This is an optimization exercise on Yosys and OpenROAD, whose aim is small area and a short achievable clock period, not a production implementation.
At most, simulation tests tie the RTL to the original design; equivalence was not proved.
Power and IR drop assume default switching activity.

==> flow/design.v <==
module data_mem_responder #(
    parameter int DATA_WIDTH  = 16,
    parameter int ADDR_WIDTH  = 8,
    parameter int WAIT_STATES = 2
) (
    input  logic                  clk,
    input  logic                  reset,
    input  logic                  mem_select,
    input  logic                  mem_read,
    input  logic [ADDR_WIDTH-1:0] addr,
    input  logic [DATA_WIDTH-1:0] wdata,
    output logic [DATA_WIDTH-1:0] rdata,
    output logic                  ready,
    output logic                  addr_error
);
    localparam bit ALIGN_CHECK = 1'b1;
    localparam int NWORDS = 2**(ADDR_WIDTH-1);
    logic [WAIT_STATES:0]  busy;
    logic                  idle;
    assign idle = ~(|busy) & ~ready;
    always_ff @(posedge clk) begin
        if (!reset) begin
            busy       <= '0;
            ready      <= 1'b0;
            addr_error <= 1'b0;
        end else begin
            busy       <= {busy[WAIT_STATES-1:0], mem_select & idle};
            ready      <= busy[WAIT_STATES] | (ready & mem_select);
            addr_error <= busy[WAIT_STATES] ? (ALIGN_CHECK & addr[0])
                                            : (addr_error & mem_select);
        end
    end
    logic [15:0] lo_nq;      
    logic [7:0]  hi_nq;      
    logic        wr_q;       
    always_ff @(posedge clk) begin
        for (int i = 0; i < 16; i++) lo_nq[i] <= (addr[4:1] != 4'(i));
        for (int j = 0; j < 8; j++)  hi_nq[j] <= (addr[7:5] != 3'(j));
        wr_q <= ~mem_read & ~(ALIGN_CHECK & addr[0]);
    end
    logic [DATA_WIDTH-1:0] ram [NWORDS];
    logic [7:0]            wr_hi_n;
    logic [NWORDS-1:0]     word_we;
    logic [NWORDS-1:0]     rd_sel;
    assign wr_hi_n = hi_nq | ~{8{busy[1] & wr_q & reset}};
    logic [NWORDS-1:0]     word_keep;
    for (genvar w = 0; w < NWORDS; w++) begin : g_word
        logic [DATA_WIDTH-1:0] nxt;
        assign word_we[w]   = ~(lo_nq[w % 16] | wr_hi_n[w / 16]);
        assign word_keep[w] = ~word_we[w];
        assign rd_sel[w]    = ~(lo_nq[w % 16] | hi_nq[w / 16]);
        for (genvar b = 0; b < DATA_WIDTH; b++) begin : g_bit
            dmem_ao22 u_nxt (.a0(ram[w][b]), .b0(word_keep[w]), .a1(wdata[b]), .b1(word_we[w]),
                             .y(nxt[b]));
        end
        always_ff @(posedge clk) begin
            ram[w] <= nxt;
        end
    end
    logic [6*DATA_WIDTH-1:0] part_n;    
    logic [6*DATA_WIDTH-1:0] part_nq;
    for (genvar b = 0; b < DATA_WIDTH; b++) begin : g_rbit
        logic [NWORDS-1:0] col;
        for (genvar w = 0; w < NWORDS; w++) begin : g_col
            assign col[w] = ram[w][b];
        end
        dmem_rd_bit u_rd (.sel(rd_sel), .d(col), .y_n(part_n[6*b +: 6]));
    end
    always_ff @(posedge clk) begin
        part_nq <= part_n;
        for (int b = 0; b < DATA_WIDTH; b++)
            rdata[b] <= ~(&part_nq[6*b +: 6]);
    end
endmodule
module dmem_rd_bit (
    input  logic [127:0] sel,
    input  logic [127:0] d,
    output logic [5:0]   y_n
);
    logic [42:0] t_n;    
    logic [11:0] u;      
    for (genvar k = 0; k < 42; k++) begin : g_t
        dmem_aoi222 u_t (.a0(sel[3*k]), .b0(d[3*k]), .a1(sel[3*k+1]), .b1(d[3*k+1]),
                         .a2(sel[3*k+2]), .b2(d[3*k+2]), .y(t_n[k]));
    end
    dmem_aoi22 u_t42 (.a0(sel[126]), .b0(d[126]), .a1(sel[127]), .b1(d[127]), .y(t_n[42]));
    for (genvar k = 0; k < 7; k++) begin : g_u4
        dmem_nand4 u_u (.a(t_n[4*k]), .b(t_n[4*k+1]), .c(t_n[4*k+2]), .d(t_n[4*k+3]), .y(u[k]));
    end
    for (genvar k = 0; k < 5; k++) begin : g_u3
        dmem_nand3 u_u (.a(t_n[28+3*k]), .b(t_n[28+3*k+1]), .c(t_n[28+3*k+2]), .y(u[7+k]));
    end
    for (genvar k = 0; k < 6; k++) begin : g_v
        dmem_nor2 u_v (.a(u[2*k]), .b(u[2*k+1]), .y(y_n[k]));
    end
endmodule
module dmem_aoi222 (
    input  logic a0, b0, a1, b1, a2, b2,
    output logic y
);
    assign y = ~((a0 & b0) | (a1 & b1) | (a2 & b2));
endmodule
module dmem_aoi22 (
    input  logic a0, b0, a1, b1,
    output logic y
);
    assign y = ~((a0 & b0) | (a1 & b1));
endmodule
module dmem_nand4 (
    input  logic a, b, c, d,
    output logic y
);
    assign y = ~(a & b & c & d);
endmodule
module dmem_nand3 (
    input  logic a, b, c,
    output logic y
);
    assign y = ~(a & b & c);
endmodule
module dmem_nor2 (
    input  logic a, b,
    output logic y
);
    assign y = ~(a | b);
endmodule
module dmem_ao22 (
    input  logic a0, b0, a1, b1,
    output logic y
);
    assign y = (a0 & b0) | (a1 & b1);
endmodule
Settings: LEC_CHECK=0, CAP_MARGIN=20, CORE_MARGIN=2, CORE_UTILIZATION=60, CTS_CLUSTER_DIAMETER=150, CTS_CLUSTER_SIZE=24, PLACE_DENSITY=0.7, SETUP_SLACK_MARGIN=3.5, SLEW_MARGIN=20, SYNTH_HIERARCHICAL=1, SYNTH_MINIMUM_KEEP_SIZE=0; clock period 6.0 ns.
run.sh (not shown) runs the stock make flow with config.mk's settings and CLKGATE_MAP_FILE= SYNTH_SCRIPT=/design/flow/synth_recipe.tcl, a recipe that flattens the netlist after the stock synthesis.
Change:
--- a/flow/design.v
+++ b/flow/design.v
@@ -41,60 +41,51 @@
     logic [DATA_WIDTH-1:0] ram [NWORDS];
     logic [7:0]            wr_hi_n;
     logic [NWORDS-1:0]     word_we;
     logic [NWORDS-1:0]     rd_sel;
     assign wr_hi_n = hi_nq | ~{8{busy[1] & wr_q & reset}};
-    logic [NWORDS-1:0]     word_keep;
     for (genvar w = 0; w < NWORDS; w++) begin : g_word
-        logic [DATA_WIDTH-1:0] nxt;
-        assign word_we[w]   = ~(lo_nq[w % 16] | wr_hi_n[w / 16]);
-        assign word_keep[w] = ~word_we[w];
-        assign rd_sel[w]    = ~(lo_nq[w % 16] | hi_nq[w / 16]);
-        for (genvar b = 0; b < DATA_WIDTH; b++) begin : g_bit
-            dmem_ao22 u_nxt (.a0(ram[w][b]), .b0(word_keep[w]), .a1(wdata[b]), .b1(word_we[w]),
-                             .y(nxt[b]));
-        end
+        assign word_we[w] = ~(lo_nq[w % 16] | wr_hi_n[w / 16]);
+        assign rd_sel[w]  = ~(lo_nq[w % 16] | hi_nq[w / 16]);
         always_ff @(posedge clk) begin
-            ram[w] <= nxt;
+            if (word_we[w])
+                ram[w] <= wdata;
         end
     end
-    logic [6*DATA_WIDTH-1:0] part_n;    
-    logic [6*DATA_WIDTH-1:0] part_nq;
+    logic [DATA_WIDTH-1:0] rd_word;
     for (genvar b = 0; b < DATA_WIDTH; b++) begin : g_rbit
         logic [NWORDS-1:0] col;
         for (genvar w = 0; w < NWORDS; w++) begin : g_col
             assign col[w] = ram[w][b];
         end
-        dmem_rd_bit u_rd (.sel(rd_sel), .d(col), .y_n(part_n[6*b +: 6]));
+        dmem_rd_bit u_rd (.sel(rd_sel), .d(col), .y(rd_word[b]));
     end
     always_ff @(posedge clk) begin
-        part_nq <= part_n;
-        for (int b = 0; b < DATA_WIDTH; b++)
-            rdata[b] <= ~(&part_nq[6*b +: 6]);
+        rdata <= rd_word;
     end
 endmodule
 module dmem_rd_bit (
     input  logic [127:0] sel,
     input  logic [127:0] d,
-    output logic [5:0]   y_n
+    output logic         y
 );
     logic [42:0] t_n;    
-    logic [11:0] u;      
+    logic [10:0] u;      
+    logic [2:0]  v_n;    
     for (genvar k = 0; k < 42; k++) begin : g_t
         dmem_aoi222 u_t (.a0(sel[3*k]), .b0(d[3*k]), .a1(sel[3*k+1]), .b1(d[3*k+1]),
                          .a2(sel[3*k+2]), .b2(d[3*k+2]), .y(t_n[k]));
     end
     dmem_aoi22 u_t42 (.a0(sel[126]), .b0(d[126]), .a1(sel[127]), .b1(d[127]), .y(t_n[42]));
-    for (genvar k = 0; k < 7; k++) begin : g_u4
+    for (genvar k = 0; k < 10; k++) begin : g_u
         dmem_nand4 u_u (.a(t_n[4*k]), .b(t_n[4*k+1]), .c(t_n[4*k+2]), .d(t_n[4*k+3]), .y(u[k]));
     end
-    for (genvar k = 0; k < 5; k++) begin : g_u3
-        dmem_nand3 u_u (.a(t_n[28+3*k]), .b(t_n[28+3*k+1]), .c(t_n[28+3*k+2]), .y(u[7+k]));
-    end
-    for (genvar k = 0; k < 6; k++) begin : g_v
-        dmem_nor2 u_v (.a(u[2*k]), .b(u[2*k+1]), .y(y_n[k]));
-    end
+    dmem_nand3 u_u10 (.a(t_n[40]), .b(t_n[41]), .c(t_n[42]), .y(u[10]));
+    dmem_nor4 u_v0 (.a(u[0]), .b(u[1]), .c(u[2]), .d(u[3]), .y(v_n[0]));
+    dmem_nor4 u_v1 (.a(u[4]), .b(u[5]), .c(u[6]), .d(u[7]), .y(v_n[1]));
+    dmem_nor3 u_v2 (.a(u[8]), .b(u[9]), .c(u[10]), .y(v_n[2]));
+    dmem_nand3 u_y (.a(v_n[0]), .b(v_n[1]), .c(v_n[2]), .y(y));
 endmodule
 module dmem_aoi222 (
     input  logic a0, b0, a1, b1, a2, b2,
     output logic y
 );
@@ -116,17 +107,17 @@
     input  logic a, b, c,
     output logic y
 );
     assign y = ~(a & b & c);
 endmodule
-module dmem_nor2 (
-    input  logic a, b,
+module dmem_nor4 (
+    input  logic a, b, c, d,
     output logic y
 );
-    assign y = ~(a | b);
+    assign y = ~(a | b | c | d);
 endmodule
-module dmem_ao22 (
-    input  logic a0, b0, a1, b1,
+module dmem_nor3 (
+    input  logic a, b, c,
     output logic y
 );
-    assign y = (a0 & b0) | (a1 & b1);
+    assign y = ~(a | b | c);
 endmodule
Total power goes down slightly. Synthesized cell count came out lower by well over a third. Via count drops by a quarter to a third. Worst setup slack got worse by 360 ps. Global-route usage shrinks by 6.4 points. Cell area grows by a few percent. Area after synthesis barely changes. Critical path depth came out higher by 1. Count of clock-buffer cells in the layout climbs by 54.
Only the layout flow was run in the second run of this note; the RTL was not checked for function there.

==> static timing again, ports no longer ideal <==
Ports are ideal in the flow. The routed layouts listed here were re-timed in OpenROAD. Step 1 assumes that a clkbuf_16 drives the clock port and a buf_2 every other input. Step 2 adds t to the input delays and takes it off the output delays; t is the mean of the earliest and latest rising clock arrival at the registers after step 1. Input paths then give back, and output paths get back, about the clock's delay inside the block. a / b / c = no drivers / after step 1 / after step 2; a / b = the first two.
run	shift t [ns]	slack for setup (ns)	worst setup path at the end	slew at the worst register clock pin (ns)	pins driven straight from the clock port
the first run	0.803	3.364 / 3.364 / 2.674	input to register	0.10 / 0.10	1
the second run	0.793	3.001 / 3.001 / 2.840	input to register	0.10 / 0.10	1
After both steps every run listed still meets setup and hold. For the first run, which loses most, drivers alone change the setup slack by 0.000 ns; drivers and shift together by -0.690 ns.
